This is an optimization exercise on Yosys and OpenROAD, whose aim is small area, a short achievable clock period and few clock cycles per item, not a production implementation.
Function was checked by simulation only, so behaviour that the tests miss may differ from the original.
Power is estimated from default activity; no workload was simulated.

[design.v]
package pbr_pkg;
  localparam int NUM_RULES_DEF = 8;
  localparam int IDX_W         = 3;
  localparam int MASK_W        = 16;
  localparam int PRIO_W        = 8;
  localparam int COORD_W       = 8;
  localparam int FORM_W        = 2;
  localparam int KEY_W         = 8;
  localparam int CFG_IDX_W     = 3;
  localparam int CFG_DATA_W    = 16;
  localparam int IN_DATA_W     = 96;
  localparam int OUT_DATA_W    = 56;
  localparam logic [2:0] ST_RESOLVED    = 3'd0;
  localparam logic [2:0] ST_NO_MATCH    = 3'd1;
  localparam logic [2:0] ST_AMBIGUOUS   = 3'd2;
  localparam logic [2:0] ST_BAD_OUTPUTS = 3'd3;
  localparam logic [2:0] ST_BAD_POLICY  = 3'd4;
  localparam logic [2:0] ST_BAD_KEY     = 3'd5;
  localparam logic [2:0] ST_BAD_FORM    = 3'd6;
endpackage
module pbr_cell (
  input  logic        clk,
  input  logic        rst_n,
  input  logic        we0,
  input  logic        w_en,
  input  logic [15:0] w_trig,
  input  logic [15:0] buttons,
  output logic        fire,
  input  logic        we1,
  input  logic [7:0]  w_prio,
  input  logic [15:0] w_outs,
  input  logic [1:0]  w_form,
  input  logic        w_needs,
  input  logic [15:0] w_pos,
  input  logic [15:0] known,
  output logic [7:0]  prio,
  output logic [15:0] outs,
  output logic [1:0]  form,
  output logic        needs,
  output logic [15:0] pos,
  output logic        stray
);
  logic        live_r;
  logic [15:0] trig_r;
  always_ff @(posedge clk) begin
    if (!rst_n)   live_r <= 1'b0;
    else if (we0) live_r <= w_en && (w_trig != 16'd0);
  end
  always_ff @(posedge clk) begin
    if (we0) trig_r <= w_trig;
  end
  assign fire = live_r && ((buttons & trig_r) == trig_r);
  always_ff @(posedge clk) begin
    if (we1) begin
      prio  <= w_prio;
      outs  <= w_outs;
      form  <= w_form;
      needs <= w_needs;
      pos   <= w_pos;
    end
  end
  always_ff @(posedge clk) begin
    stray <= |(outs & ~known);
  end
endmodule
module pbr_pick (
  input  logic [7:0]        fire,
  input  logic [63:0]       ge,
  input  logic [63:0]       eq,
  output logic [7:0]        win,
  output logic              amb
);
  logic [7:0] ambi;
  always_comb begin
    for (int i = 0; i < 8; i++) begin
      logic blk;
      logic tie;
      blk = 1'b0;
      tie = 1'b0;
      for (int j = 0; j < 8; j++) begin
        if (j < i) blk = blk | (fire[j] & ge[j*8+i]);
        if (j > i) begin
          blk = blk | (fire[j] & ~ge[i*8+j]);
          tie = tie | (fire[j] & eq[i*8+j]);
        end
      end
      win[i]  = fire[i] & ~blk;
      ambi[i] = tie;
    end
  end
  assign amb = |(win & ambi);
endmodule
module pbr_out (
  input  logic [7:0]        win,
  input  logic              amb,
  input  logic [7:0]        kx,        
  input  logic              badkey,
  input  logic [63:0]       prio,
  input  logic [127:0]      outs,
  input  logic [127:0]      pos,
  input  logic [15:0]       form,
  input  logic [7:0]        needs,
  input  logic [7:0]        stray,
  input  logic [15:0]       known,
  output logic [54:0]       res
);
  logic        found;
  logic [2:0]  sel;
  logic [7:0]  w_prio;
  logic [15:0] w_outs;
  logic [15:0] w_pos;
  logic [1:0]  w_form;
  logic        w_needs;
  logic        w_stray;
  assign found = |win;
  assign sel   = {|(win & 8'hF0), |(win & 8'hCC), |(win & 8'hAA)};
  always_comb begin
    w_prio  = '0;
    w_outs  = '0;
    w_pos   = '0;
    w_form  = '0;
    w_needs = 1'b0;
    w_stray = 1'b0;
    for (int i = 0; i < 8; i++) begin
      w_prio  = w_prio  | ({8{win[i]}}  & prio[i*8 +: 8]);
      w_outs  = w_outs  | ({16{win[i]}} & outs[i*16 +: 16]);
      w_pos   = w_pos   | ({16{win[i]}} & pos[i*16 +: 16]);
      w_form  = w_form  | ({2{win[i]}}  & form[i*2 +: 2]);
      w_needs = w_needs | (win[i] & needs[i]);
      w_stray = w_stray | (win[i] & stray[i]);
    end
  end
  logic [2:0]  status;
  logic [15:0] bits, detail;
  logic [7:0]  x, y;
  always_comb begin
    status = pbr_pkg::ST_NO_MATCH;
    bits   = '0;
    detail = '0;
    x      = '0;
    y      = '0;
    if (found) begin
      if (amb) begin
        status = pbr_pkg::ST_AMBIGUOUS;
        detail = {8'd0, w_prio};
      end else begin
        bits = w_outs & known;
        if (w_stray) begin
          status = pbr_pkg::ST_BAD_OUTPUTS;
          detail = w_outs & ~known;
        end else if (w_form == 2'd0) begin
          status = pbr_pkg::ST_RESOLVED;
          x      = w_pos[7:0];
          y      = w_pos[15:8];
        end else if (w_form == 2'd1) begin
          if (!w_needs) begin
            status = pbr_pkg::ST_BAD_POLICY;
          end else if (badkey) begin
            status = pbr_pkg::ST_BAD_KEY;
            detail = {8'd0, kx};
          end else begin
            status = pbr_pkg::ST_RESOLVED;
            x      = kx;
            y      = w_pos[15:8];
          end
        end else begin
          status = pbr_pkg::ST_BAD_FORM;
          detail = {14'd0, w_form};
        end
      end
    end
  end
  assign res = {detail, y, x, bits, sel, found, status};
endmodule
module priority_button_rule_resolver
#(
  parameter int NUM_RULES = pbr_pkg::NUM_RULES_DEF
) (
  input  logic                  clk,
  input  logic                  rst_n,
  input  logic                  in_tvalid,
  output logic                  in_tready,
  input  logic [pbr_pkg::IN_DATA_W-1:0]  in_tdata,
  input  logic [0:0]            in_tuser,
  output logic                  out_tvalid,
  input  logic                  out_tready,
  output logic [pbr_pkg::OUT_DATA_W-1:0] out_tdata,
  input  logic                  cfg_we,
  input  logic [pbr_pkg::CFG_IDX_W-1:0]  cfg_index,
  input  logic [pbr_pkg::CFG_DATA_W-1:0] cfg_wdata
);
  logic        custom_en;
  logic [7:0]  custom_l, custom_n, custom_r;
  logic [7:0]  default_l, default_n, default_r;
  logic [15:0] known;
  always_ff @(posedge clk) begin
    if (!rst_n) begin
      custom_en <= 1'b0;
      custom_l  <= 8'd0;
      custom_n  <= 8'd128;
      custom_r  <= 8'd255;
      default_l <= 8'd0;
      default_n <= 8'd128;
      default_r <= 8'd255;
      known     <= 16'hFFFF;
    end else if (cfg_we) begin
      case (cfg_index)
        3'd0: custom_en <= cfg_wdata[0];
        3'd1: custom_l  <= cfg_wdata[7:0];
        3'd2: custom_n  <= cfg_wdata[7:0];
        3'd3: custom_r  <= cfg_wdata[7:0];
        3'd4: default_l <= cfg_wdata[7:0];
        3'd5: default_n <= cfg_wdata[7:0];
        3'd6: default_r <= cfg_wdata[7:0];
        default: known  <= cfg_wdata;
      endcase
    end
  end
  logic out_v;
  logic adv, acc, acc_wr, acc_lk;
  assign adv       = !out_v || out_tready;
  assign in_tready = adv;
  assign acc       = in_tvalid && adv;
  assign acc_wr    = acc && in_tuser[0];
  assign acc_lk    = acc && !in_tuser[0];
  logic        r1_v, r1_w;
  logic [7:0]  r1_fire;
  logic [7:0]  r1_kx;
  logic        r1_badkey;
  logic [2:0]  r1_k;
  logic [7:0]  r1_prio;
  logic [15:0] r1_outs;
  logic [1:0]  r1_form;
  logic        r1_needs;
  logic [15:0] r1_pos;
  logic [7:0]        fire;
  logic [63:0]       prio;
  logic [127:0]      outs;
  logic [15:0]       form;
  logic [7:0]        needs;
  logic [127:0]      pos;
  logic [7:0]        stray;
  for (genvar g = 0; g < 8; g++) begin : g_cell
    pbr_cell u_cell (
      .clk     (clk),
      .rst_n   (rst_n),
      .we0     (acc_wr && (in_tdata[2:0] == 3'(g))),
      .w_en    (in_tdata[3]),
      .w_trig  (in_tdata[19:4]),
      .buttons (in_tdata[86:71]),
      .fire    (fire[g]),
      .we1     (adv && r1_w && (r1_k == 3'(g))),
      .w_prio  (r1_prio),
      .w_outs  (r1_outs),
      .w_form  (r1_form),
      .w_needs (r1_needs),
      .w_pos   (r1_pos),
      .known   (known),
      .prio    (prio[g*8 +: 8]),
      .outs    (outs[g*16 +: 16]),
      .form    (form[g*2 +: 2]),
      .needs   (needs[g]),
      .pos     (pos[g*16 +: 16]),
      .stray   (stray[g])
    );
  end
  logic [7:0] key;
  logic [7:0] dir_x;
  logic       key_bad;
  assign key = in_tdata[94:87];
  always_comb begin
    key_bad = 1'b0;
    case (key)
      8'd1, 8'd4, 8'd7: dir_x = custom_en ? custom_l : default_l;
      8'd3, 8'd6, 8'd9: dir_x = custom_en ? custom_r : default_r;
      8'd2, 8'd5, 8'd8: dir_x = custom_en ? custom_n : default_n;
      default: begin
        dir_x   = key;
        key_bad = 1'b1;
      end
    endcase
  end
  always_ff @(posedge clk) begin
    if (!rst_n) begin
      r1_v <= 1'b0;
      r1_w <= 1'b0;
    end else if (adv) begin
      r1_v <= acc_lk;
      r1_w <= acc_wr;
    end
  end
  always_ff @(posedge clk) begin
    if (adv) begin
      r1_k      <= in_tdata[2:0];
      r1_prio   <= in_tdata[27:20];
      r1_form   <= in_tdata[29:28];
      r1_needs  <= in_tuser[0] ? in_tdata[46]     : key_bad;
      r1_outs   <= in_tuser[0] ? in_tdata[70:55]  : {dir_x, fire};
      r1_pos    <= {(in_tdata[29:28] == 2'd0) ? in_tdata[45:38] : in_tdata[54:47],
                    in_tdata[37:30]};
    end
  end
  assign r1_fire   = r1_outs[7:0];
  assign r1_kx     = r1_outs[15:8];
  assign r1_badkey = r1_needs;
  logic [7:0] p_gt, p_eq;
  for (genvar g = 0; g < 8; g++) begin : g_cmp
    logic [7:0] a, b, g1, e1;
    logic [3:0] g2, e2;
    logic [1:0] g3, e3;
    assign a  = r1_prio;
    assign b  = prio[g*8 +: 8];
    assign g1 = a & ~b;
    assign e1 = ~(a ^ b);
    for (genvar k = 0; k < 4; k++) begin : g_l2
      assign g2[k] = g1[2*k+1] | (e1[2*k+1] & g1[2*k]);
      assign e2[k] = e1[2*k+1] & e1[2*k];
    end
    for (genvar k = 0; k < 2; k++) begin : g_l3
      assign g3[k] = g2[2*k+1] | (e2[2*k+1] & g2[2*k]);
      assign e3[k] = e2[2*k+1] & e2[2*k];
    end
    assign p_gt[g] = g3[1] | (e3[1] & g3[0]);
    assign p_eq[g] = e3[1] & e3[0];
  end
  logic [63:0] ge_r, eq_r;
  always_ff @(posedge clk) begin
    for (int i = 0; i < 8; i++) begin
      for (int j = 0; j < 8; j++) if (j > i) begin
        if (r1_w && r1_k == 3'(i)) begin
          ge_r[i*8+j] <= p_gt[j] || p_eq[j];
          eq_r[i*8+j] <= p_eq[j];
        end else if (r1_w && r1_k == 3'(j)) begin
          ge_r[i*8+j] <= !p_gt[i];
          eq_r[i*8+j] <= p_eq[i];
        end
      end
    end
  end
  logic [7:0] win;
  logic       amb;
  pbr_pick u_pick (
    .fire (r1_fire),
    .ge   (ge_r),
    .eq   (eq_r),
    .win  (win),
    .amb  (amb)
  );
  logic       r2_v;
  logic [7:0] r2_win;
  logic       r2_amb;
  logic [7:0] r2_kx;
  logic       r2_badkey;
  always_ff @(posedge clk) begin
    if (!rst_n)   r2_v <= 1'b0;
    else if (adv) r2_v <= r1_v;
  end
  always_ff @(posedge clk) begin
    if (adv) begin
      r2_win    <= win;
      r2_amb    <= amb;
      r2_kx     <= r1_kx;
      r2_badkey <= r1_badkey;
    end
  end
  logic [54:0] res_nxt, res_r;
  pbr_out u_out (
    .win    (r2_win),
    .amb    (r2_amb),
    .kx     (r2_kx),
    .badkey (r2_badkey),
    .prio   (prio),
    .outs   (outs),
    .pos    (pos),
    .form   (form),
    .needs  (needs),
    .stray  (stray),
    .known  (known),
    .res    (res_nxt)
  );
  always_ff @(posedge clk) begin
    if (!rst_n)   out_v <= 1'b0;
    else if (adv) out_v <= r2_v;
  end
  always_ff @(posedge clk) begin
    if (adv) res_r <= res_nxt;
  end
  assign out_tvalid = out_v;
  assign out_tdata  = {1'b0, res_r};
endmodule
[run.sh]
#!/bin/bash
# synth_recipe.tcl (not shown) runs the flow's synth.tcl, then flattens the netlist and writes it again
# the make line also repeats each setting of config.mk as NAME=value (left out here)
make -C /OpenROAD-flow-scripts/flow DESIGN_CONFIG=/design/flow/config.mk WORK_HOME=/design/flow/orfs CLKGATE_MAP_FILE= SYNTH_SCRIPT=/design/flow/synth_recipe.tcl finish
[config.mk]
export PLATFORM = sky130hd
export DESIGN_NAME = priority_button_rule_resolver
export DESIGN_NICKNAME = priority_button_rule_resolver
export VERILOG_FILES = /design/flow/design.v
export SDC_FILE = /design/flow/constraint.sdc
export NUM_CORES = 4
export LEC_CHECK = 0
export CAP_MARGIN = 20
export CORE_MARGIN = 2
export CORE_UTILIZATION = 55
export CTS_CLUSTER_DIAMETER = 60
export CTS_CLUSTER_SIZE = 20
export SETUP_SLACK_MARGIN = 2.3
export SLEW_MARGIN = 20
[constraint.sdc]
create_clock -name core_clock -period 4.5 [get_ports {clk}]
set_input_delay 0.9000 -clock core_clock [delete_from_list [all_inputs] [get_ports {clk}]]
set_output_delay 0.9000 -clock core_clock [all_outputs]
set_load 0.01 [all_outputs]
==> results of run 1 <==
[kinds of logic (layout without fill, tap and decap cells)]
family	after synthesis	in the layout
adder cells (fa/ha/maj)	64	64
flip-flops	732	732
buffers and inverters	219	600
AND/OR/NAND/NOR	463	465
AO/OA/AOI/OAI	575	575
other	1	1
XOR/XNOR	2	2
multiplexers	38	38
[power breakdown]
| group | total (mW) | switching [mW] | internal (mW) |
|---|---|---|---|
| registers | 7.74 | 0.143 | 7.60 |
| clock network | 4.64 | 2.39 | 2.25 |
| logic | 1.51 | 0.867 | 0.642 |
[cells in the mapped netlist, types with 15 or more instances]
cell type / instances
inv_1: 108
nand2b_1: 23
and3_1: 19
mux2_2: 31
buf_2: 22
a222oi_1: 16
o21ai_0: 54
a221oi_1: 68
nor3_1: 15
o211ai_1: 19
nand2_1: 194
a21oi_1: 30
nand4_1: 45
ha_1: 64
dfxtp_1: 85
nor2_1: 46
clkinv_1: 16
a21boi_0: 39
edfxtp_1: 647
clkbuf_1: 51
a22o_1: 71
nand3_1: 36
a21o_1: 24
a22oi_1: 163
[through the flow]
step	hold slack, ps	util, %	cells	instance area [um^2]
after floorplan	435.1	-	2094	30190
after global placement	445.8	60.67	2911	32710
after detailed placement	456.7	60.67	2911	32710
after CTS	468.4	66.29	3108	35750
after global routing	485.3	68.77	3173	37080
final	466.7	68.77	3173	37080
[worst reg2reg max path: cells and delay by family, from the launching register on]
kind	cells	cell delay, ps
AOI/OAI and AO/OA	4	1040
DFF	1	400
and+or+nand+nor	1	260
adders and majority gates	1	210
buffers and inverters	1	160
[routing by layer]
metal,track usage [%],vias to the layer above,wire length [um]
li1,-,9014,-
met2,50.79,1122,43770
met4,11.64,2,3595
met1,43.23,10405,36350
met5,0,-,13
met3,4.332,213,7760
[layout make-up]
| type | count | area, um^2 | share of cell area, % |
|---|---|---|---|
| Sequential cell | 732 | 21130 | 56.99 |
| Multi-Input combinational cell | 1145 | 9151 | 24.68 |
| Timing Repair Buffer | 378 | 3810 | 10.27 |
| Clock buffer | 70 | 1409 | 3.799 |
| Tap cell | 696 | 870.8 | 2.348 |
| Inverter | 128 | 511.7 | 1.380 |
| Clock inverter | 22 | 178.9 | 0.4825 |
| Timing Repair inverter | 2 | 17.52 | 0.04724 |
[cells in the final DEF, fill, tap and decap left out, drive strengths merged, types with 30 or more instances in the layout]
cell type	n
nor2	53
buf	202
a221oi	70
dfxtp	85
nand3	37
clkdlybuf4s15	39
clkbuf	81
ha	64
nand2	195
inv	122
nand4	46
a21oi	30
edfxtp	647
mux2	31
a22oi	164
a21boi	39
clkdlybuf4s50	106
a22o	71
o21ai	58
[worst min-delay path by stage]
stage                                endpoint  slack, ps
CTS                 default_n[4]$_SDFFE_PN0P_        470
finish              default_n[4]$_SDFFE_PN0P_        470
global placement     custom_r[0]$_SDFFE_PN1P_        450
floorplan            custom_n[7]$_SDFFE_PN1P_        440
detailed placement  default_r[7]$_SDFFE_PN1P_        460
global route        default_n[4]$_SDFFE_PN0P_        490
[registers in the layout, indices dropped and copies added (netlist names), 3 cells and up]
| register | flops |
|---|---|
| g_cell.u_cell.stray | 8 |
| res_r | 55 |
| custom_n | 8 |
| ge_r | 28 |
| g_cell.u_cell.trig_r | 128 |
| r1_outs | 16 |
| known | 16 |
| default_r | 8 |
| custom_l | 8 |
| g_cell.u_cell.needs | 8 |
| r2_win | 8 |
| r1_pos | 16 |
| r1_k | 3 |
| default_n | 8 |
| g_cell.u_cell.prio | 64 |
| custom_r | 8 |
| g_cell.u_cell.outs | 128 |
| eq_r | 28 |
| g_cell.u_cell.form | 16 |
| r2_kx | 8 |
| g_cell.u_cell.live_r | 8 |
| r1_prio | 8 |
| default_l | 8 |
| g_cell.u_cell.pos | 128 |
[repair_timing]
item | in CTS | in global routing
gates cloned | 3 | 9
buffers inserted | 102 | 56
endpoints found under the setup margin | 709 | 319
resized for setup | 259 | 146
pin swaps | 43 | 62
==> run_results.csv, run 1 <==
group,metric,value,unit
logic_synthesis,synth.distinct_cells,75,
logic_synthesis,synthMuxAreaShare,1.395,%
setup_path,rr_worst_depth,7,
logic_synthesis,synth.yosys.warnings,4,
floorplanning,die_h,237.8,um
setup_path,crit_arrival,2670,ps
setup_path,startpoint_type,"flop",
setup_path,slowest_stage,"a221oi_4",
power_and_ir_drop,p_per_area,374.7,mW/mm^2
logic_synthesis,synth_top_family_by_area,"compound AO/OA/AOI/OAI gates",
logic_synthesis,synth-compound-area-share,14.80,%
route,vias,20756,
power_and_ir_drop,ir_drop,0.4254,mV
global_route,grt_pass1_wl,130.0,mm
setup_path,path_delay_family,"compound AO/OA/AOI/OAI gates",
timing,finalSetupTns,0,ps
timing,fin_crit,2327,ps
clock_network,clk_pin_slew_worst_paths,70,ps
job,drv_cap,0,
logic_synthesis,synth-seq-area-share,70.31,%
setup_path,worst_path_largest_cell_delay,440,ps
finish,antenna_cells,0,
setup_path,crit_cells,7,
clock_network,cts_tree,"built",
setup_path,crit_buf_inv,1,
logic_synthesis,synthArstFlopShare,0,%
timing,worst_slew_pin_slew,956.6,ps
route,avgRoutedWirePerCell,28.83,um
place,post-dp-hpwl,55.18,mm
min_path,min-delay-start,"default_n[4]$_SDFFE_PN0P_",
timing,setup_viol,0,
timing,skew,24.23,ps
clock_network,h-tree-depth,2,
clock_network,clockRootBuffer,"clkbuf_16",
finish,nNetsFinal,2621,
floorplanning,rows,85,
route,dr.first_iter.drc_count,2411,
finish,synthToLayoutAreaGrowth,23.38,%
min_path,min_path_cells,2,
logic_synthesis,postSynthNetCount,2279,
timing,hold_viol_final,0,
timing,drv_slew,0,
logic_synthesis,syn-instance-count,2094,
logic_synthesis,synth-seq-cells,732,
logic_synthesis,synthAdderAreaFrac,2.664,%
finish,drive_gt1_share,20.71,%
route,drt-pass1-iter-count,9,
place,port_buffers,176,
timing,finalWorstSetupSlack,2174,ps
clock_network,cts_buffers,49,
status,status,"timing/DRC/antenna clean",
setup_path,r2r_setup_slack,2170,ps
logic_synthesis,yosys.area.top_type_share,64.65,%
global_route,grt_max_degree,65,
logic_synthesis,synth.area.top_cells,"edfxtp_1 65%, dfxtp_1 5.7%, a22oi_1 4.1%",
floorplanning,io_pins,179,
setup_path,critPathCaptureType,"flop",
timing,fin_crit_sh,51.70,%
setup_path,worstPathCellList,"buf_8, ha_4, a21o_1, a221o_1, a221oi_4, and2_4, o21ai_2",
logic_synthesis,synth_top_area_cell,"edfxtp_1",
power_and_ir_drop,power,13.90,mW
place,post-place-ws,1069,ps
clock_network,cts_hold_buffers,0,
timing,slew_headroom,36.22,%
power_and_ir_drop,p_leak,13.07,nW
global_route,grt_pass1_vias,19977,
floorplanning,fp.dieArea,0.05653,mm^2
floorplanning,start_util,55.74,%
logic_synthesis,netlist_area,0.03005,mm^2
finish,n_fill_cell,3771,
clock_network,clock_sinks,732,
route,final_antenna_net_count,0,
setup_path,criticalPathCategory,"reg2reg",
floorplanning,chipWidth,237.8,um
place,gp_congestion,0.9223,
setup_path,cp-endpoint,"ge_r[3]$_DFFE_PP_",
logic_synthesis,postSynthAreaPerCell,14.35,um^2
setup_path,critPathRequiredTime,4850,ps
setup_path,rr_startpoint,"r1_prio[1]$_DFFE_PN_",
logic_synthesis,ys.flop_type,"edfxtp_1",
setup_path,worstSetupStartpoint,"r1_prio[1]$_DFFE_PN_",
global_route,grt_use_total,31.23,%
timing,max_freq,0.4298,GHz
timing,rsz0062_at_grt,"true",
global_route,antenna_found_initial,1,
route,drt_wl_total,91.48,mm
setup_path,timing.rr.end,"ge_r[3]$_DFFE_PP_",
logic_synthesis,synth-simple-area-share,7.864,%
clock_network,cts_buffer_depth,3,
logic_synthesis,synth-xor-area-share,0.05828,%
global_route,overflow,0,
floorplanning,core,0.05392,mm^2
logic_synthesis,synth-edff-count,647,
route,routed_via_density,6.541,
clock_network,insertion_delay,620,ps
min_path,hp-class,"reg2reg",
setup_path,worstPathMaxFanout,8,
route,drc,0,
Testbench counts, summed over its fixed seeds: cycles 12,024, items 12,000.
==> run 2, diff against run 1 <==
==> flow/run.sh (new file) <==
#!/bin/bash
# Own flow: the standard flow, with the ports buffered by the smallest
# buffer (sky130_fd_sc_hd__buf_1) instead of the default port buffer cell.
# Every port still gets its own buffer; the resizer upsizes them where timing needs it.
set -euo pipefail
echo 'export BUFFER_PORTS_ARGS = -buffer_cell sky130_fd_sc_hd__buf_1' >> config.mk
bash standard.sh > standard_flow.log 2>&1
==> standard.sh (new file) <==
#!/bin/bash
# synth_recipe.tcl (not shown) runs the flow's synth.tcl, then flattens the netlist and writes it again
# the make line also repeats each setting of config.mk as NAME=value (left out here)
make -C /OpenROAD-flow-scripts/flow DESIGN_CONFIG=/design/flow/config.mk WORK_HOME=/design/flow/orfs CLKGATE_MAP_FILE= SYNTH_SCRIPT=/design/flow/synth_recipe.tcl "${@:-finish}"
--- a/config.mk
+++ b/config.mk
@@ -14 +14,2 @@
 export SLEW_MARGIN = 20
+export BUFFER_PORTS_ARGS = -buffer_cell sky130_fd_sc_hd__buf_1
removed: run.sh
==> run 2 against run 1 <==
Net effect: sequential power barely moved; final cell count decreased by 1.3%; global-route usage increased by 0.61 points; first-iteration DRC count shrank 5.8%; non-clock buffer count shrank 41; clock power increased by 3%; largest cell class unchanged.
==> run_results.csv, run 2 <==
group,metric,value,unit
timing,finalSetupTns,0,ps
logic_synthesis,synth_top_area_cell,"edfxtp_1",
power_and_ir_drop,p_per_area,391.9,mW/mm^2
logic_synthesis,synthArstFlopShare,0,%
logic_synthesis,postSynthAreaPerCell,14.35,um^2
logic_synthesis,postSynthNetCount,2279,
place,gp_congestion,0.9309,
timing,setup_viol,0,
route,final_antenna_net_count,0,
place,place_area,0.03161,mm^2
setup_path,worst_path_largest_cell_delay,450,ps
floorplanning,start_util,55.74,%
clock_network,clockRootBuffer,"clkbuf_16",
route,dr.first_iter.drc_count,2270,
timing,finalWorstSetupSlack,2155,ps
finish,top_regs,"g_cell.u_cell.outs: 128 flops, g_cell.u_cell.pos: 128 flops, g_cell.u_cell.trig_r: 128 flops",
timing,slew_headroom,26.25,%
min_path,min-delay-start,"in_tdata[33]",
floorplanning,fp.dieArea,0.05653,mm^2
setup_path,critPathCaptureType,"flop",
clock_network,clk_pin_slew_worst_paths,80,ps
route,drt-pass1-iter-count,6,
finish,stdcell_area,0.03545,mm^2
timing,hold_viol_final,0,
finish,multi_input_area,0.008961,mm^2
timing,skew,20.01,ps
power_and_ir_drop,p_leak,12.27,nW
setup_path,critPathRequiredTime,4860,ps
finish,layout_commonest_cell,"edfxtp_1",
clock_network,h-tree-depth,2,
power_and_ir_drop,power,13.89,mW
floorplanning,rows,85,
logic_synthesis,syn-instance-count,2094,
timing,worst_slew_pin_slew,1098,ps
logic_synthesis,synth-seq-area-share,70.31,%
place,port_buffers,176,
clock_network,cts_buffers,50,
min_path,min_path_cells,1,
power_and_ir_drop,ir_drop,0.3942,mV
global_route,grt_pass1_wl,131.3,mm
min_path,hp-class,"in2reg",
finish,synthToLayoutAreaGrowth,17.94,%
global_route,grt_max_degree,55,
timing,max_freq,0.4265,GHz
route,avgRoutedWirePerCell,29.16,um
clock_network,cts_tree,"built",
logic_synthesis,synth.area.top_cells,"edfxtp_1 65%, dfxtp_1 5.7%, a22oi_1 4.1%",
finish,n_fill_cell,3956,
logic_synthesis,synth.yosys.warnings,4,
global_route,grt_use_total,31.85,%
floorplanning,core,0.05392,mm^2
route,routed_via_density,6.575,
timing,fin_crit_sh,52.11,%
setup_path,criticalPathCategory,"reg2reg",
finish,drive_gt1_share,17.60,%
finish,mostFrequentLayoutCells,"647 x edfxtp_1, 185 x nand2_1, 172 x buf_1",
place,post-place-ws,1221,ps
setup_path,r2r_setup_slack,2160,ps
route,drc,0,
global_route,overflow,0,
logic_synthesis,synth-seq-cells,732,
job,drv_cap,0,
setup_path,slowest_stage,"a221oi_4",
finish,seq_area,0.02113,mm^2
finish,finish.utilization,65.74,%
status,status,"timing/DRC/antenna clean",
logic_synthesis,yosysMostFrequentCell,"edfxtp_1",
logic_synthesis,synth-edff-count,647,
finish,antenna_cells,0,
place,post-dp-hpwl,56.08,mm
clock_network,cts_buffer_depth,3,
setup_path,worstPathCellList,"buf_6, ha_4, a21o_1, a221o_1, a221oi_4, and2_4, o21ai_2",
logic_synthesis,yosys.area.top_type_share,64.65,%
timing,drv_slew,0,
clock_network,clock_sinks,732,
min_path,hold_path_end,"r1_pos[3]$_DFFE_PN_",
timing,rsz0062_at_grt,"true",
global_route,antenna_found_initial,1,
logic_synthesis,ys.flop_type,"edfxtp_1",
timing,fin_crit,2345,ps
floorplanning,io_pins,179,
logic_synthesis,synthTopCellsByCount,"647 x edfxtp_1, 194 x nand2_1, 163 x a22oi_1, 108 x inv_1, 85 x dfxtp_1",
setup_path,crit_arrival,2700,ps
setup_path,rr_worst_depth,7,
setup_path,worstPathMaxFanout,3,
logic_synthesis,netlist_area,0.03005,mm^2
setup_path,rr_startpoint,"r1_prio[1]$_DFFE_PN_",
route,drt_wl_total,91.37,mm
setup_path,startpoint_type,"flop",
logic_synthesis,synth.distinct_cells,75,
clock_network,cts_hold_buffers,0,
global_route,grt_pass1_vias,20110,
floorplanning,chipWidth,237.8,um
floorplanning,die_h,237.8,um
clock_network,insertion_delay,620,ps
setup_path,timing.rr.end,"ge_r[3]$_DFFE_PP_",
finish,nNetsFinal,2581,
route,vias,20600,
-- run 2: final cells by class --
type	count	area share, %
Clock buffer	68	3.837
Multi-Input combinational cell	1145	25.28
Inverter	128	1.401
Timing Repair inverter	2	0.04942
Sequential cell	732	59.62
Timing Repair Buffer	337	6.523
Tap cell	696	2.457
Clock inverter	25	0.8295
-- run 2: timing repair --
action | 4_1_cts | 5_1_grt
pin swaps | 50 | 48
gates resized for setup | 125 | 96
cloned | 5 | 2
setup endpoints to repair | 560 | 320
setup buffers | 78 | 42
-- run 2: critical path: cells and delay by family (launching register included) --
kind / cells / cell delay, ps
compound gates: 4 / 1050
flops: 1 / 410
simple gates: 1 / 250
fa+ha+maj: 1 / 210
buf+inv: 1 / 160
-- run 2: worst max-delay path by stage --
stage          slack, ps                 start                                   end
4_1_cts             2050     r1_k[0]$_DFFE_PN_      g_cell[2].u_cell.needs$_DFFE_PP_
3_3_place_gp        1320            out_tready  g_cell[4].u_cell.live_r$_SDFFE_PN0P_
2_1_floorplan       1850            out_tready  g_cell[0].u_cell.live_r$_SDFFE_PN0P_
3_5_place_dp        1220            out_tready  g_cell[4].u_cell.live_r$_SDFFE_PN0P_
6_report            2160  r1_prio[1]$_DFFE_PN_                     ge_r[3]$_DFFE_PP_
5_1_grt             2140  r1_prio[1]$_DFFE_PN_                     ge_r[3]$_DFFE_PP_
-- run 2: layer usage --
layer | vias to the layer above | global-route usage [%] | share of wire (%)
met1 | 10357 | 44.05 | 40
met2 | 1109 | 51.83 | 48
met5 | - | 0.2597 | 0.013
met3 | 193 | 4.750 | 8.7
met4 | 2 | 11.28 | 3.6
li1 | 8939 | - | -
-- run 2: through the flow --
| stage | std cells | hold WS (ps) |
|---|---|---|
| 4_1_cts | 3089 | 420.5 |
| 3_3_place_gp | 2913 | 446.3 |
| 5_1_grt | 3133 | 441.8 |
| 6_report | 3133 | 440.6 |
| 3_5_place_dp | 2913 | 454.6 |
| 2_1_floorplan | 2094 | 435.1 |
-- run 2: power by group --
group	internal (mW)	total (mW)	switching [mW]
registers	7.60	7.75	0.152
clock network	2.37	4.80	2.42
logic	0.495	1.34	0.844
-- run 2: cell families after synthesis --
| group | share of synthesized area (%) |
|---|---|
| xor gates and xnor gates | 0.05830 |
| muxes | 1.395 |
| other | 0.01248 |
| AOI/OAI and AO/OA | 14.80 |
| DFF | 70.31 |
| adders and majority gates | 2.664 |
| buffers and inverters | 2.902 |
| and+or+nand+nor | 7.864 |
==> run 3, diff against run 2 <==
--- a/config.mk
+++ b/config.mk
@@ -12,3 +12,3 @@
 export CTS_CLUSTER_SIZE = 20
-export SETUP_SLACK_MARGIN = 2.3
+export SETUP_SLACK_MARGIN = 2.2
 export SLEW_MARGIN = 20
==> run 3 against run 2 <==
Net effect: via count shrank 1.2%; register-to-register slack got worse by 30 ps; sequential cell count stayed put; routed wire length fell by 2.4%; worst setup slack got worse by 27 ps; count of clock-buffer cells in the layout is 6 lower.
==> run_results.csv, run 3 <==
group,metric,value,unit
clock_network,cts_buffer_depth,3,
finish,fin_cells,3090,
finish,synthToLayoutAreaGrowth,16.00,%
power_and_ir_drop,p_per_area,400.9,mW/mm^2
floorplanning,die_h,237.8,um
timing,fin_crit,2372,ps
finish,drive_gt1_share,15.12,%
timing,finalSetupTns,0,ps
place,post-place-ws,1316,ps
timing,max_freq,0.4216,GHz
finish,n_fill_cell,4004,
timing,slew_headroom,27.20,%
setup_path,criticalPathCategory,"in2out",
clock_network,clk_pin_slew_worst_paths,80,ps
logic_synthesis,synth-edff-count,647,
finish,finish.utilization,64.66,%
floorplanning,io_pins,179,
setup_path,critPathCaptureType,"output port",
job,drv_cap,0,
finish,mostFrequentLayoutCells,"647 x edfxtp_1, 189 x nand2_1, 172 x buf_1",
global_route,antenna_found_initial,2,
finish,nNetsFinal,2543,
logic_synthesis,postSynthNetCount,2279,
timing,whs,448.2,ps
finish,stdcell_area,0.03486,mm^2
finish,antenna_cells,0,
finish,seq_area,0.02113,mm^2
global_route,overflow,0,
route,drt-pass1-iter-count,5,
logic_synthesis,synth-seq-cells,732,
setup_path,path_delay_family,"simple AND/OR/NAND/NOR gates",
setup_path,worstPathMaxFanout,3,
timing,fin_crit_sh,52.71,%
route,drc,0,
min_path,hp-class,"in2reg",
timing,finalWorstSetupSlack,2128,ps
logic_synthesis,synth-seq-area-share,70.31,%
clock_network,cts_buffers,51,
floorplanning,chipWidth,237.8,um
route,vias,20353,
logic_synthesis,ys.flop_type,"edfxtp_1",
timing,rsz0062_at_grt,"true",
floorplanning,start_util,55.74,%
clock_network,cts_tree,"built",
setup_path,crit_buf_inv,3,
setup_path,worstPathCellList,"clkbuf_2, nor2b_4, inv_16, buf_6",
finish,layout_commonest_cell,"edfxtp_1",
power_and_ir_drop,p_leak,12.07,nW
logic_synthesis,synth.distinct_cells,75,
timing,setup_viol,0,
logic_synthesis,syn-instance-count,2094,
logic_synthesis,synth_top_area_cell,"edfxtp_1",
status,status,"timing/DRC/antenna clean",
route,drt_wl_total,89.16,mm
clock_network,clockRootBuffer,"clkbuf_16",
power_and_ir_drop,pwr-share-seq,55.5,%
route,avgRoutedWirePerCell,28.86,um
global_route,grt_use_total,31.46,%
logic_synthesis,netlist_area,0.03005,mm^2
clock_network,clock_sinks,732,
clock_network,cts_hold_buffers,0,
route,routed_via_density,6.587,
clock_network,h-tree-depth,2,
logic_synthesis,yosysMostFrequentCell,"edfxtp_1",
finish,multi_input_area,0.008676,mm^2
power_and_ir_drop,p_comb_share,8.7,%
global_route,grt_pass1_vias,19767,
global_route,grt_pass1_wl,130.1,mm
global_route,grt_max_degree,72,
floorplanning,rows,85,
place,port_buffers,176,
power_and_ir_drop,internal-power,10.58,mW
logic_synthesis,synth.area.top_cells,"edfxtp_1 65%, dfxtp_1 5.7%, a22oi_1 4.1%",
timing,skew,32.32,ps
timing,hold_viol_final,0,
setup_path,crit_arrival,1470,ps
power_and_ir_drop,pwr-share-clk,35.8,%
floorplanning,fp.dieArea,0.05653,mm^2
logic_synthesis,yosys.area.top_type_share,64.65,%
setup_path,slowest_stage,"nor2b_4",
route,final_antenna_net_count,0,
power_and_ir_drop,swShare,24.27,%
place,dp.cells,2907,
timing,drv_slew,0,
clock_network,insertion_delay,630,ps
route,dr.first_iter.drc_count,2367,
place,gp_congestion,0.9270,
logic_synthesis,synth.yosys.warnings,4,
setup_path,startpoint_type,"primary input",
power_and_ir_drop,power,13.98,mW
place,place_area,0.03159,mm^2
logic_synthesis,postSynthAreaPerCell,14.35,um^2
timing,worst_slew_pin_slew,1084,ps
logic_synthesis,synthTopCellsByCount,"647 x edfxtp_1, 194 x nand2_1, 163 x a22oi_1, 108 x inv_1, 85 x dfxtp_1",
power_and_ir_drop,p_sw,3.392,mW
finish,top_regs,"g_cell.u_cell.outs: 128 flops, g_cell.u_cell.pos: 128 flops, g_cell.u_cell.trig_r: 128 flops",
floorplanning,core,0.05392,mm^2
logic_synthesis,synthArstFlopShare,0,%
power_and_ir_drop,ir_drop,0.4009,mV
setup_path,worst_path_largest_cell_delay,300,ps
place,post-dp-hpwl,55.42,mm
setup_path,critPathRequiredTime,3600,ps
==> run 3: repair_timing <==
item                                    4_1_cts  5_1_grt
resized for setup                            73       81
pin swaps                                    25       30
endpoints found under the setup margin      529      334
buffers inserted                             71       18
cloned                                        5        0
==> run 3: layout make-up <==
type	count	share of cell area [%]
flip-flops and latches	732	60.62
multi-input cells	1146	24.89
repair buffers	297	5.473
clock buffers	62	3.987
well taps	696	2.498
inverters	128	1.425
clock inverters	27	1.066
repair inverters	2	0.05024
==> run 3: worst paths after layout <==
kind                                            from                  end  slack [ps]  cells past startpoint
worst max register to register  r1_prio[3]$_DFFE_PN_    ge_r[2]$_DFFE_PP_        2130                      8
worst min-delay path                    in_tdata[31]  r1_pos[1]$_DFFE_PN_         450                      1
worst max-delay path                      out_tready            in_tready        2130                      4
worst min register to register     r1_v$_SDFFE_PN0N_    r2_v$_SDFFE_PN0N_         460                      2
==> run 3: power groups by stage <==
stage | Combinational (mW) | Sequential [mW] | Clock, mW
finish | 1.22 | 7.76 | 5.00
global route | 1.29 | 7.78 | 5.30
CTS | 1.13 | 7.77 | 5.06
detailed placement | 1.02 | 7.94 | 0
global placement | 1.01 | 7.93 | 0
floorplan | 0.574 | 7.88 | 0
==> run 3: cells by family after synthesis <==
| group | count (synthesis) | synth area share (%) |
|---|---|---|
| flip-flops | 732 | 70.31 |
| AO/OA/AOI/OAI | 575 | 14.80 |
| AND/OR/NAND/NOR | 463 | 7.864 |
| buffers and inverters | 219 | 2.902 |
| adder cells (fa/ha/maj) | 64 | 2.664 |
| multiplexers | 38 | 1.395 |
| XOR/XNOR | 2 | 0.05830 |
| other | 1 | 0.01248 |
==> run 3: worst register-to-register path, cell delays in order (launching register included) <==
cell and delay, ps:
edfxtp_1 490, buf_6 180, buf_6 120, ha_4 210, and2_4 130, a221o_1 340
a221oi_4 400, and2_4 220, o21ai_2 40
==> run 3: routing by layer <==
metal	track usage, %	wire (um)	vias to the layer above
li1	-	-	8852
met1	43.13	35910	10192
met2	50.96	41940	1070
met3	4.494	7203	237
met4	12.86	4101	2
met5	0	12	-
==> run 4, diff against run 3 <==
==> flow/run.sh (replaced) <==
#!/bin/bash
# Own flow: the standard flow, with two changes:
# - the ports are buffered by the smallest buffer (sky130_fd_sc_hd__buf_1)
#   instead of the default port buffer cell; every port still gets its own
#   buffer, and the resizer upsizes them where timing needs it;
# - clock tree synthesis inserts no dummy loads (same clustering as config.mk).
set -euo pipefail
cat >> config.mk <<'EOC'
export BUFFER_PORTS_ARGS = -buffer_cell sky130_fd_sc_hd__buf_1
export CTS_ARGS = -sink_clustering_enable -repair_clock_nets -sink_clustering_size 20 -sink_clustering_max_diameter 60 -dont_use_dummy_load
EOC
bash standard.sh > standard_flow.log 2>&1
--- a/config.mk
+++ b/config.mk
@@ -15 +15,2 @@
 export BUFFER_PORTS_ARGS = -buffer_cell sky130_fd_sc_hd__buf_1
+export CTS_ARGS = -sink_clustering_enable -repair_clock_nets -sink_clustering_size 20 -sink_clustering_max_diameter 60 -dont_use_dummy_load
==> run 4 against run 3 <==
Net effect: still clean; design area decreased by 1.9%; first-iteration DRC count is 3.3% lower; sequential share of layout area increased by 1.1 points; critical path type is now reg2reg.
==> run_results.csv, run 4 <==
group,metric,value,unit
timing,drv_slew,0,
setup_path,criticalPathCategory,"reg2reg",
floorplanning,chipWidth,237.8,um
logic_synthesis,yosys.area.top_type_share,64.65,%
global_route,grt_pass1_wl,129.4,mm
logic_synthesis,synthTopCellsByCount,"647 x edfxtp_1, 194 x nand2_1, 163 x a22oi_1, 108 x inv_1, 85 x dfxtp_1",
timing,max_freq,0.4122,GHz
floorplanning,rows,85,
timing,worst_slew_pin_slew,1060,ps
min_path,hp-class,"reg2reg",
logic_synthesis,synthArstFlopShare,0,%
route,wl_met1,35.03,mm
power_and_ir_drop,ir_drop,0.3966,mV
min_path,min_path_cells,2,
clock_network,cts_buffers,51,
global_route,overflow,0,
setup_path,startpoint_type,"flop",
setup_path,rr_worst_depth,11,
route,dr.first_iter.drc_count,2290,
route,drt_wl_total,88.78,mm
global_route,grt_use_total,31.33,%
route,vias,20135,
timing,skew,37.73,ps
logic_synthesis,synth.area.top_cells,"edfxtp_1 65%, dfxtp_1 5.7%, a22oi_1 4.1%",
global_route,antenna_found_initial,2,
route,drt-pass1-iter-count,6,
job,drv_cap,0,
floorplanning,start_util,55.74,%
timing,fin_crit,2426,ps
finish,top_regs,"g_cell.u_cell.outs: 128 flops, g_cell.u_cell.pos: 128 flops, g_cell.u_cell.trig_r: 128 flops",
global_route,grt_pass1_vias,19816,
setup_path,timing.rr.end,"ge_r[4]$_DFFE_PP_",
clock_network,h-tree-depth,2,
logic_synthesis,synth.distinct_cells,75,
floorplanning,core,0.05392,mm^2
logic_synthesis,postSynthAreaPerCell,14.35,um^2
power_and_ir_drop,p_per_area,383.2,mW/mm^2
finish,nNetsFinal,2540,
finish,synthToLayoutAreaGrowth,13.86,%
timing,fin_crit_sh,53.92,%
route,avgRoutedWirePerCell,29.11,um
setup_path,critPathRequiredTime,4850,ps
power_and_ir_drop,p_leak,11.80,nW
clock_network,clock_sinks,732,
logic_synthesis,synth_top_family_by_area,"compound AO/OA/AOI/OAI gates",
min_path,min-delay-start,"r1_v$_SDFFE_PN0N_",
clock_network,clockRootBuffer,"clkbuf_16",
finish,layout_commonest_cell,"edfxtp_1",
clock_network,insertion_delay,630,ps
place,post-dp-hpwl,55.42,mm
setup_path,worstPathMaxFanout,4,
route,top_layer,"met5",
place,gp_congestion,0.9270,
setup_path,critPathCaptureType,"flop",
timing,slew_headroom,28.82,%
clock_network,clk_pin_slew_worst_paths,80,ps
timing,finalSetupTns,0,ps
setup_path,rr_startpoint,"r1_prio[3]$_DFFE_PN_",
floorplanning,fp.dieArea,0.05653,mm^2
logic_synthesis,synth-compound-area-share,14.80,%
clock_network,cts_hold_buffers,0,
route,routed_via_density,6.602,
route,final_antenna_net_count,0,
clock_network,cts_tree,"built",
route,wl_met2,41.80,mm
global_route,grt_max_degree,72,
logic_synthesis,synth-edff-count,647,
logic_synthesis,yosysMostFrequentCell,"edfxtp_1",
floorplanning,die_h,237.8,um
logic_synthesis,synthAdderAreaFrac,2.664,%
logic_synthesis,synth.yosys.warnings,4,
logic_synthesis,synth-xor-area-share,0.05828,%
floorplanning,io_pins,179,
setup_path,r2r_setup_slack,2070,ps
logic_synthesis,syn-instance-count,2094,
status,status,"timing/DRC/antenna clean",
place,port_buffers,176,
route,wl_met3,8.168,mm
logic_synthesis,synth_top_area_cell,"edfxtp_1",
finish,fin_cells,3050,
min_path,hold_path_end,"r2_v$_SDFFE_PN0N_",
setup_path,crit_arrival,2780,ps
clock_network,cts_buffer_depth,3,
logic_synthesis,synth-seq-area-share,70.31,%
finish,drive_gt1_share,13.26,%
logic_synthesis,synth-seq-cells,732,
logic_synthesis,postSynthNetCount,2279,
timing,rsz0062_at_grt,"true",
logic_synthesis,synth-simple-area-share,7.864,%
logic_synthesis,netlist_area,0.03005,mm^2
route,drc,0,
finish,mostFrequentLayoutCells,"647 x edfxtp_1, 188 x nand2_1, 172 x buf_1",
logic_synthesis,ys.flop_type,"edfxtp_1",
place,dp.cells,2907,
timing,setup_viol,0,
logic_synthesis,synthMuxAreaShare,1.395,%
timing,hold_viol_final,0,
## run 4: cell counts after synthesis
No cell type changed its count.
## run 4: layout make-up
| cell class | instances | area (um^2) |
|---|---|---|
| timing repair inverter | 2 | 17.52 |
| sequential | 732 | 21130 |
| tap | 696 | 870.8 |
| antenna | 1 | 2.502 |
| inverter | 128 | 496.7 |
| fill | 4072 | 19700 |
| multi-input combinational | 1146 | 8579 |
| clock buffer | 51 | 1276 |
| timing repair buffer | 294 | 1842 |
## run 4: worst max-delay path, stage by stage, from the launching register on
cell and delay, ps:
edfxtp_1 470, buf_6 170, buf_6 120, buf_4 130, buf_6 120, buf_6 110, ha_4 200, and2_4 130
a221o_1 300, nand2_2 120, and3_4 240, o21ai_1 60
## run 4: worst max path at each step
stage,cells after the start,endpoint,start,slack (ps)
finish,11,ge_r[4]$_DFFE_PP_,r1_prio[3]$_DFFE_PN_,2070
global route,6,res_r[39]$_SDFFCE_PP0N_,r2_win[7]$_DFFE_PN_,2030
CTS,6,g_cell[2].u_cell.pos[9]$_DFFE_PP_,r1_k[0]$_DFFE_PN_,1950
detailed placement,7,g_cell[4].u_cell.live_r$_SDFFE_PN0P_,out_tready,1320
global placement,7,g_cell[4].u_cell.live_r$_SDFFE_PN0P_,out_tready,1430
floorplan,6,g_cell[0].u_cell.live_r$_SDFFE_PN0P_,out_tready,1850
## run 4: logic make-up after synthesis
logic type,after synthesis
simple gates,463
buf+inv,219
other cells,1
flops,732
mux,38
fa+ha+maj,64
compound gates,575
xor+xnor,2
## run 4: repair_timing
item | CTS | global route
resized for setup | 71 | 57
gates cloned | 5 | 0
pin swaps | 20 | 9
setup endpoints to repair | 541 | 327
setup buffers | 72 | 14
## run 4: per-stage QoR
step                      util, %  hold slack, ps  total power [mW]  setup WS [ps]  instance area [um^2]
after floorplan                 -           435.1             8.451           1846                 30190
after global placement      58.59           446.8             8.938           1426                 31590
after detailed placement    58.59           451.3             8.960           1316                 31590
after CTS                   62.74           425.8             13.11           1947                 33830
after global routing        63.46           427.3             13.49           2027                 34220
final                       63.46           444.2             13.11           2074                 34220
## run 4: metal layers
layer,GRT usage (%),vias to the layer above
li1,-,8796
met1,42.79,10013
met2,50.50,1127
met3,4.877,197
met4,13.09,2
met5,0,-
## run 4: power breakdown
part           switching, mW  internal (mW)
logic                  0.765          0.413
registers              0.162           7.61
clock network           2.17           2.00
total                   3.10           10.0
==> run 5, diff against run 4 <==
--- a/config.mk
+++ b/config.mk
@@ -12,3 +12,3 @@
 export CTS_CLUSTER_SIZE = 20
-export SETUP_SLACK_MARGIN = 2.2
+export SETUP_SLACK_MARGIN = 2.0
 export SLEW_MARGIN = 20
==> run 5 against run 4 <==
Net effect: global-route usage is 0.48 points lower; routed wire length fell by 1.2%; clock skew is 9.6 ps higher; sequential share of layout area rose by 1.3 points; area after synthesis stayed put; register-to-register slack got worse by 110 ps; clock power fell by 3%; die area unchanged; hold slack better by 12 ps; largest cell class unchanged; largest power group unchanged.
==> run_results.csv, run 5 <==
group,metric,value,unit
floorplanning,die_h,237.8,um
route,routed_via_density,6.648,
power_and_ir_drop,pwr-share-seq,60.0,%
setup_path,startpoint_type,"flop",
status,status,"timing/DRC/antenna clean",
logic_synthesis,synthTopCellsByCount,"647 x edfxtp_1, 194 x nand2_1, 163 x a22oi_1, 108 x inv_1, 85 x dfxtp_1",
global_route,grt_pass1_vias,19215,
global_route,grt_use_total,30.85,%
logic_synthesis,synthArstFlopShare,0,%
timing,max_freq,0.3942,GHz
setup_path,critPathRequiredTime,4840,ps
floorplanning,io_pins,179,
finish,top_regs,"g_cell.u_cell.outs: 128 flops, g_cell.u_cell.pos: 128 flops, g_cell.u_cell.trig_r: 128 flops",
finish,fin_cells,3014,
clock_network,cts_hold_buffers,0,
floorplanning,start_util,55.74,%
logic_synthesis,syn-instance-count,2094,
route,final_antenna_net_count,0,
finish,synthToLayoutAreaGrowth,11.47,%
finish,drive_gt1_share,10.18,%
finish,antenna_cells,0,
power_and_ir_drop,swShare,23.41,%
logic_synthesis,synth-seq-cells,732,
power_and_ir_drop,p_leak,11.55,nW
clock_network,clockRootBuffer,"clkbuf_16",
logic_synthesis,ys.flop_type,"edfxtp_1",
power_and_ir_drop,ir_drop,0.3097,mV
place,place_area,0.03164,mm^2
logic_synthesis,netlist_area,0.03005,mm^2
floorplanning,fp.dieArea,0.05653,mm^2
clock_network,cts_tree,"built",
logic_synthesis,yosysMostFrequentCell,"edfxtp_1",
place,gp_congestion,0.9360,
logic_synthesis,synth.area.top_cells,"edfxtp_1 65%, dfxtp_1 5.7%, a22oi_1 4.1%",
finish,stdcell_area,0.03350,mm^2
route,vias,20036,
logic_synthesis,yosys.area.top_type_share,64.65,%
route,drc,0,
power_and_ir_drop,p_sw,3.028,mW
logic_synthesis,synth_top_area_cell,"edfxtp_1",
timing,finalSetupTns,0,ps
global_route,antenna_found_initial,1,
place,dp.cells,2916,
timing,slew_headroom,25.74,%
power_and_ir_drop,p_per_area,386.1,mW/mm^2
route,drt-pass1-iter-count,6,
timing,hold_viol_final,0,
global_route,overflow,0,
clock_network,clock_sinks,732,
timing,skew,47.38,ps
logic_synthesis,postSynthAreaPerCell,14.35,um^2
logic_synthesis,synth.yosys.warnings,4,
timing,fin_crit_sh,56.37,%
clock_network,clk_pin_slew_worst_paths,80,ps
route,avgRoutedWirePerCell,29.09,um
setup_path,crit_arrival,2880,ps
logic_synthesis,synth-edff-count,647,
timing,setup_viol,0,
clock_network,insertion_delay,610,ps
floorplanning,core,0.05392,mm^2
timing,drv_slew,0,
route,drt_wl_total,87.68,mm
route,dr.first_iter.drc_count,2395,
logic_synthesis,postSynthNetCount,2279,
finish,mostFrequentLayoutCells,"647 x edfxtp_1, 192 x nand2_1, 174 x buf_1",
floorplanning,rows,85,
timing,worst_slew_pin_slew,1099,ps
setup_path,worstPathMaxFanout,29,
job,drv_cap,0,
setup_path,criticalPathCategory,"reg2reg",
power_and_ir_drop,pwr-share-clk,31.2,%
finish,finish.utilization,62.13,%
logic_synthesis,synth-seq-area-share,70.31,%
global_route,grt_pass1_wl,127.0,mm
min_path,hp-class,"in2reg",
place,port_buffers,176,
setup_path,rr_startpoint,"r2_win[4]$_DFFE_PN_",
timing,rsz0062_at_grt,"true",
timing,fin_crit,2537,ps
clock_network,h-tree-depth,2,
power_and_ir_drop,p_comb_share,8.8,%
clock_network,cts_buffer_depth,3,
power_and_ir_drop,internal-power,9.905,mW
floorplanning,chipWidth,237.8,um
place,post-dp-hpwl,55.74,mm
setup_path,critPathCaptureType,"flop",
global_route,grt_max_degree,71,
min_path,min-delay-start,"in_tdata[34]",
finish,nNetsFinal,2505,
finish,layout_commonest_cell,"edfxtp_1",
clock_network,cts_buffers,49,
logic_synthesis,synth.distinct_cells,75,
setup_path,worstSetupStartpoint,"r2_win[4]$_DFFE_PN_",
## run 5: cell counts after synthesis
No cell type changed its count.
## run 5: logic make-up after synthesis
logic type               Yosys count  share of synthesized area, %
flip-flops                       732                         70.31
AO/OA/AOI/OAI                    575                         14.80
AND/OR/NAND/NOR                  463                         7.864
buffers and inverters            219                         2.902
adder cells (fa/ha/maj)           64                         2.664
multiplexers                      38                         1.395
XOR/XNOR                           2                       0.05830
other                              1                       0.01248
## run 5: final cells by class
cell class,count,area [um^2]
fill,4180,20420
timing repair inverter,1,8.758
inverter,128,506.7
multi-input combinational,1145,8309
sequential,732,21130
tap,696,870.8
clock buffer,49,1226
timing repair buffer,263,1449
## run 5: stage by stage
step | hold slack [ps] | total power [mW] | setup WS [ps]
finish | 455.7 | 12.93 | 1963
global placement | 445.8 | 8.951 | 1163
floorplan | 435.1 | 8.451 | 1700
detailed placement | 456.6 | 8.967 | 1076
global route | 441.7 | 13.31 | 1958
CTS | 429.4 | 12.96 | 1871
## run 5: power by group through the flow
stage          Sequential, mW  Combinational (mW)  Clock (mW)
3_3_place_gp             7.93                1.02           0
3_5_place_dp             7.93                1.04           0
6_report                 7.76                1.14        4.03
5_1_grt                  7.78                1.21        4.32
2_1_floorplan            7.88               0.573           0
4_1_cts                  7.76                1.10        4.10
## run 5: worst paths after layout
| kind | endpoint | slack [ps] | cells past startpoint |
|---|---|---|---|
| max reg2reg | res_r[40]$_SDFFCE_PP0N_ | 1960 | 8 |
| min reg2reg | default_l[3]$_SDFFE_PN0P_ | 470 | 2 |
| min | r1_pos[4]$_DFFE_PN_ | 460 | 1 |
| max | res_r[40]$_SDFFCE_PP0N_ | 1960 | 8 |
## run 5: worst max-delay path, stage by stage (launching register included)
cell and delay [ps]:
edfxtp_1 360, buf_6 330, buf_4 370, a22oi_1 120, nand2_1 190, o21ai_2 90, buf_4 220, a21oi_1 490
a211oi_1 100
## run 5: what timing repair did
item	CTS	global route
endpoints found under the setup margin	369	237
gates cloned	3	0
buffers inserted	38	8
gates resized for setup	18	22
pin swaps	9	3
## run 5: per-layer routing
metal / GRT usage, % / wire length, um
met5: 0 / 13
met4: 10.06 / 3048
met3: 4.390 / 6994
met2: 51.01 / 42300
met1: 42.46 / 35320
==> run 6, diff against run 5 <==
--- a/config.mk
+++ b/config.mk
@@ -12,3 +12,3 @@
 export CTS_CLUSTER_SIZE = 20
-export SETUP_SLACK_MARGIN = 2.0
+export SETUP_SLACK_MARGIN = 1.7
 export SLEW_MARGIN = 20
==> run 6 against run 5 <==
Net effect: critical path depth is 3 lower; total power is 0.94% higher; area after synthesis stayed put; worst setup slack worse by 230 ps; routed wire length is 2.3% higher; critical path type unchanged; sequential cell count stayed put; largest cell class unchanged; design area is 0.64% lower; register-to-register slack worse by 230 ps; count of clock-buffer cells in the layout is 2 higher; non-clock buffer count is 20 lower; maximum frequency is 8.3% lower; combinational power hardly changed.
==> run_results.csv, run 6 <==
group,metric,value,unit
clock_network,clk_pin_slew_worst_paths,70,ps
route,drc,0,
place,place_area,0.03166,mm^2
logic_synthesis,postSynthAreaPerCell,14.35,um^2
finish,drive_gt1_share,8.838,%
global_route,grt_use_total,31.60,%
clock_network,h-tree-depth,2,
setup_path,worst_path_largest_cell_delay,480,ps
logic_synthesis,syn-instance-count,2094,
timing,hold_viol_final,0,
place,gp_congestion,0.9275,
setup_path,crit_arrival,3000,ps
timing,fin_crit,2767,ps
timing,drv_slew,0,
setup_path,slowest_stage,"buf_4",
min_path,min-delay-start,"in_tdata[33]",
logic_synthesis,synth-seq-cells,732,
route,drt-pass1-iter-count,6,
min_path,hp-class,"in2reg",
timing,whs,451.4,ps
timing,skew,40.95,ps
finish,nNetsFinal,2484,
power_and_ir_drop,p_per_area,392.2,mW/mm^2
finish,top_regs,"g_cell.u_cell.outs: 128 flops, g_cell.u_cell.pos: 128 flops, g_cell.u_cell.trig_r: 128 flops",
floorplanning,core,0.05392,mm^2
logic_synthesis,synth.distinct_cells,75,
logic_synthesis,yosysMostFrequentCell,"edfxtp_1",
floorplanning,start_util,55.74,%
clock_network,clock_sinks,732,
logic_synthesis,synth-edff-count,647,
route,drt_wl_total,89.69,mm
clock_network,cts_hold_buffers,0,
logic_synthesis,synth-seq-area-share,70.31,%
setup_path,worstPathCellList,"nand2b_1, nor2_1, nand2_1, nor2_4, buf_4",
timing,finalWorstSetupSlack,1733,ps
timing,slew_headroom,31.53,%
floorplanning,die_h,237.8,um
logic_synthesis,synth.yosys.warnings,4,
logic_synthesis,synthTopCellsByCount,"647 x edfxtp_1, 194 x nand2_1, 163 x a22oi_1, 108 x inv_1, 85 x dfxtp_1",
timing,finalSetupTns,0,ps
floorplanning,rows,85,
setup_path,critPathCaptureType,"flop",
global_route,overflow,0,
logic_synthesis,ys.flop_type,"edfxtp_1",
setup_path,worstSetupStartpoint,"r1_k[0]$_DFFE_PN_",
power_and_ir_drop,power,13.06,mW
setup_path,criticalPathCategory,"reg2reg",
clock_network,cts_tree,"built",
timing,worst_slew_pin_slew,1014,ps
timing,max_freq,0.3614,GHz
clock_network,clockRootBuffer,"clkbuf_16",
global_route,antenna_found_initial,1,
finish,layout_commonest_cell,"edfxtp_1",
job,drv_cap,0,
route,vias,19953,
logic_synthesis,netlist_area,0.03005,mm^2
route,routed_via_density,6.664,
clock_network,cts_buffer_depth,3,
setup_path,worstPathMaxFanout,23,
logic_synthesis,synthArstFlopShare,0,%
logic_synthesis,synth.area.top_cells,"edfxtp_1 65%, dfxtp_1 5.7%, a22oi_1 4.1%",
logic_synthesis,yosys.area.top_type_share,64.65,%
setup_path,rr_startpoint,"r1_k[0]$_DFFE_PN_",
timing,rsz0062_at_grt,"false",
route,avgRoutedWirePerCell,29.95,um
global_route,grt_max_degree,47,
floorplanning,chipWidth,237.8,um
place,dp.cells,2915,
route,dr.first_iter.drc_count,2426,
logic_synthesis,synth_top_area_cell,"edfxtp_1",
finish,fin_cells,2994,
setup_path,critPathRequiredTime,4730,ps
finish,mostFrequentLayoutCells,"647 x edfxtp_1, 194 x nand2_1, 173 x buf_1",
floorplanning,fp.dieArea,0.05653,mm^2
timing,setup_viol,0,
place,port_buffers,176,
place,post-place-ws,1448,ps
clock_network,insertion_delay,620,ps
finish,stdcell_area,0.03329,mm^2
finish,synthToLayoutAreaGrowth,10.76,%
place,post-dp-hpwl,56.47,mm
timing,fin_crit_sh,61.49,%
route,final_antenna_net_count,0,
power_and_ir_drop,ir_drop,0.3530,mV
finish,finish.utilization,61.73,%
global_route,grt_pass1_wl,130.3,mm
power_and_ir_drop,p_leak,11.46,nW
floorplanning,io_pins,179,
clock_network,cts_buffers,51,
global_route,grt_pass1_vias,19427,
status,status,"timing/DRC/antenna clean",
setup_path,startpoint_type,"flop",
logic_synthesis,postSynthNetCount,2279,
## run 6: changes by cell type in the layout (fill, tap and decap cells not counted), sizes merged
cell	before	now
nor2	53	51
inv	112	111
diode	0	1
bufbuf	0	1
buf	262	237
clkbuf	50	56
## run 6: logic make-up (layout without fill, tap and decap cells)
| group | count (synthesis) | after routing | synth area share (%) |
|---|---|---|---|
| other | 1 | 2 | 0.01248 |
| AND/OR/NAND/NOR | 463 | 463 | 7.864 |
| adder cells (fa/ha/maj) | 64 | 64 | 2.664 |
| multiplexers | 38 | 38 | 1.395 |
| buffers and inverters | 219 | 422 | 2.902 |
| flip-flops | 732 | 732 | 70.31 |
| XOR/XNOR | 2 | 2 | 0.05830 |
| AO/OA/AOI/OAI | 575 | 575 | 14.80 |
## run 6: final cells by class
class	count	area [um^2]
tap	696	870.8
sequential	732	21130
fill	4187	20630
antenna	1	2.502
clock buffer	51	1276
timing repair buffer	243	1308
multi-input combinational	1143	8205
inverter	128	494.2
## run 6: what timing repair did
action | CTS | global route
gates cloned | 1 | 2
gates resized for setup | 4 | 10
endpoints found under the hold margin | 0 | 0
buffers inserted | 3 | 21
endpoints found under the setup margin | 36 | 131
pin swaps | 1 | 0
## run 6: critical path: cells and delay by family, from the launching register on
| kind | cells | cell delay, ps |
|---|---|---|
| DFF | 1 | 420 |
| and+or+nand+nor | 4 | 1480 |
| buffers and inverters | 1 | 480 |
## run 6: path summary, 6_finish.rpt
| kind | to | slack [ps] | cells past startpoint |
|---|---|---|---|
| setup / recovery | g_cell[2].u_cell.outs[4]$_DFFE_PP_ | 1730 | 5 |
| hold / removal | r1_pos[3]$_DFFE_PN_ | 450 | 1 |
| setup reg to reg | g_cell[2].u_cell.outs[4]$_DFFE_PP_ | 1730 | 5 |
| hold reg to reg | custom_n[6]$_SDFFE_PN0P_ | 470 | 2 |
## run 6: metal layers
layer	wire [um]	vias to the layer above	global-route usage [%]	share of wire [%]
met5	0	-	0	0
met4	2024	0	7.376	2.3
met3	7710	130	4.982	8.6
met2	42170	1048	50.60	47
met1	37780	10108	45.87	42
li1	-	8667	-	-
## run 6: power by group
group	total, mW	switching, mW	internal [mW]	leakage, nW
combinational	1.12	0.761	0.355	3.97
clock	4.16	2.17	2.00	0.628
sequential	7.78	0.169	7.61	6.86
total	13.1	3.10	9.96	11.5
==> run 7, diff against run 6 <==
--- a/config.mk
+++ b/config.mk
@@ -9,6 +9,6 @@
 export CORE_MARGIN = 2
-export CORE_UTILIZATION = 55
+export CORE_UTILIZATION = 45
 export CTS_CLUSTER_DIAMETER = 60
 export CTS_CLUSTER_SIZE = 20
-export SETUP_SLACK_MARGIN = 1.7
+export SETUP_SLACK_MARGIN = 2.2
 export SLEW_MARGIN = 20
==> run 7 against run 6 <==
Net effect: global-route usage fell by 5.8 points; sequential share of layout area fell by 3.0 points; total power rose by 1.3%; largest power group unchanged; area after synthesis did not move; core utilization fell by 8.8 points; die area rose by 22%; maximum frequency rose by 15%; non-clock buffer count rose by 76; critical path type unchanged; hold slack got worse by 19 ps; combinational power rose by 13%; still clean on timing, DRC and antenna; routed wire length rose by 1.5%; worst setup slack improved by 360 ps.
==> run_results.csv, run 7 <==
group,metric,value,unit
floorplanning,chipWidth,262.4,um
power_and_ir_drop,pwr-share-clk,31.7,%
global_route,grt_pass1_wl,132.5,mm
logic_synthesis,postSynthNetCount,2279,
place,place_area,0.03181,mm^2
logic_synthesis,synth-edff-count,647,
status,status,"timing/DRC/antenna clean",
route,drt_wl_total,91.04,mm
timing,setup_viol,0,
setup_path,path_delay_family,"simple AND/OR/NAND/NOR gates",
route,dr.first_iter.drc_count,2224,
setup_path,crit_arrival,2670,ps
floorplanning,io_pins,179,
timing,fin_crit,2412,ps
clock_network,clk_pin_slew_worst_paths,80,ps
place,port_buffers,176,
global_route,grt_util_met2,42.05,%
setup_path,rr_startpoint,"r1_k[2]$_DFFE_PN_",
clock_network,clockRootBuffer,"clkbuf_16",
power_and_ir_drop,p_leak,11.99,nW
power_and_ir_drop,swShare,23.63,%
timing,skew,40.17,ps
timing,fin_crit_sh,53.60,%
global_route,use_met1,34.82,%
logic_synthesis,syn-instance-count,2094,
finish,synthToLayoutAreaGrowth,16.17,%
timing,finalWorstSetupSlack,2088,ps
logic_synthesis,synth-compound-area-share,14.80,%
route,final_antenna_net_count,0,
logic_synthesis,netlist_area,0.03005,mm^2
setup_path,critPathRequiredTime,4760,ps
place,dp.cells,3074,
timing,slew_headroom,32.64,%
floorplanning,fp.dieArea,0.06887,mm^2
logic_synthesis,yosys.area.top_type_share,64.65,%
setup_path,timing.rr.end,"g_cell[7].u_cell.pos[1]$_DFFE_PP_",
finish,finish.utilization,52.91,%
logic_synthesis,synthArstFlopShare,0,%
route,vias,20393,
power_and_ir_drop,p_sw,3.125,mW
finish,n_fill_cell,5462,
power_and_ir_drop,pwr-share-seq,58.7,%
timing,finalSetupTns,0,ps
global_route,global_route.peak_usage_layer,"met2",
timing,hold_viol_final,0,
floorplanning,rows,94,
power_and_ir_drop,p_per_area,378.7,mW/mm^2
setup_path,r2r_setup_slack,2090,ps
global_route,grt_pass1_vias,20074,
clock_network,insertion_delay,630,ps
clock_network,cts_tree,"built",
route,routed_via_density,6.288,
global_route,antenna_found_initial,1,
timing,worst_slew_pin_slew,1010,ps
min_path,min_path_cells,1,
route,drc,0,
min_path,hp-class,"in2reg",
finish,layout_commonest_cell,"edfxtp_1",
global_route,grt_use_total,25.84,%
logic_synthesis,synth_top_area_cell,"edfxtp_1",
route,drt-pass1-iter-count,7,
clock_network,clock_sinks,732,
logic_synthesis,synth.yosys.warnings,4,
logic_synthesis,postSynthAreaPerCell,14.35,um^2
logic_synthesis,synth_top_family_by_area,"compound AO/OA/AOI/OAI gates",
finish,stdcell_area,0.03491,mm^2
finish,fin_cells,3243,
timing,rsz0062_at_grt,"true",
floorplanning,core,0.06598,mm^2
logic_synthesis,synthMuxAreaShare,1.395,%
logic_synthesis,ys.flop_type,"edfxtp_1",
==> run 7: cell types whose count changed in the layout (fill, tap and decap cells not counted), sizes merged <==
cell / change
buf: +79
bufbuf: -1
bufinv: -1
clkbuf: -1
diode: -1
inv: +3
nor2: +3
==> run 7: power by group through the flow <==
stage | Combinational [mW] | Sequential, mW | Clock [mW]
floorplan | 0.574 | 7.88 | 0
global placement | 1.01 | 7.95 | 0
detailed placement | 1.02 | 7.95 | 0
CTS | 1.15 | 7.78 | 4.25
global route | 1.34 | 7.78 | 4.50
finish | 1.27 | 7.76 | 4.19
==> run 7: layout make-up <==
class / instances / area, um^2 / area share [%]
Sequential cell: 732 / 21130 / 60.53
Multi-Input combinational cell: 1146 / 8752 / 25.07
Inverter: 128 / 496.7 / 1.423
Tap cell: 864 / 1081 / 3.096
Clock buffer: 52 / 1301 / 3.727
Timing Repair Buffer: 319 / 2132 / 6.107
Timing Repair inverter: 2 / 17.52 / 0.05017
==> run 7: through the flow <==
stage	power (mW)	hold WS, ps
global placement	8.955	445.1
global route	13.62	434.5
detailed placement	8.979	453.8
finish	13.22	432.8
CTS	13.18	414.8
floorplan	8.451	435.1
==> run 7: per-layer routing <==
layer  part of all wire [%]  vias to the layer above
met2                     47                     1119
met3                    8.7                      245
met1                     40                    10176
met4                    4.4                        2
li1                       -                     8851
met5                  0.014                        -
==> run 7: logic make-up after synthesis <==
| family | after synthesis |
|---|---|
| AO/OA/AOI/OAI | 575 |
| other | 1 |
| buffers and inverters | 219 |
| adder cells (fa/ha/maj) | 64 |
| XOR/XNOR | 2 |
| multiplexers | 38 |
| flip-flops | 732 |
| AND/OR/NAND/NOR | 463 |
==> run 7: repair_timing <==
item	4_1_cts	5_1_grt
endpoints found under the hold margin	0	0
setup endpoints to repair	528	386
setup buffers	68	44
resized for setup	70	89
cloned	5	0
pin swaps	29	32
==> run 7: how the worst max path moves through the flow <==
stage,start,end,slack [ps],depth (start not counted)
4_1_cts,r1_k[0]$_DFFE_PN_,g_cell[2].u_cell.prio[4]$_DFFE_PP_,1940,6
6_report,r1_k[2]$_DFFE_PN_,g_cell[7].u_cell.pos[1]$_DFFE_PP_,2090,5
5_1_grt,r1_k[2]$_DFFE_PN_,g_cell[7].u_cell.pos[1]$_DFFE_PP_,2010,5
3_5_place_dp,out_tready,g_cell[0].u_cell.live_r$_SDFFE_PN0P_,1310,7
2_1_floorplan,out_tready,g_cell[0].u_cell.live_r$_SDFFE_PN0P_,1850,6
3_3_place_gp,out_tready,g_cell[6].u_cell.trig_r[4]$_DFFE_PP_,1370,5

-- afterwards: timing with drivers on the ports --
Ports are ideal in the flow. The routed layouts listed here were re-timed in OpenROAD. Step 1: set_driving_cell puts a clkbuf_16 on clk and a buf_2 on each other input, an assumption about the parent block. Step 2 also shifts input and output timing later by t, the mid clock arrival at the registers, as if the neighbouring blocks saw the same clock. a / b / c = ideal ports / drivers / drivers and shift; a / b = the first two.
run	t (ns)	setup slack, ns
run 1	0.675	2.173 / 2.161 / 1.693
run 2	0.677	2.155 / 2.155 / 1.713
run 3	0.675	2.128 / 2.077 / 1.622
run 4	0.671	2.074 / 2.074 / 1.662
run 5	0.655	1.963 / 1.963 / 1.489
run 6	0.662	1.733 / 1.733 / 1.468
run 7	0.666	2.088 / 2.088 / 1.664
After both steps every run listed still meets setup and hold.
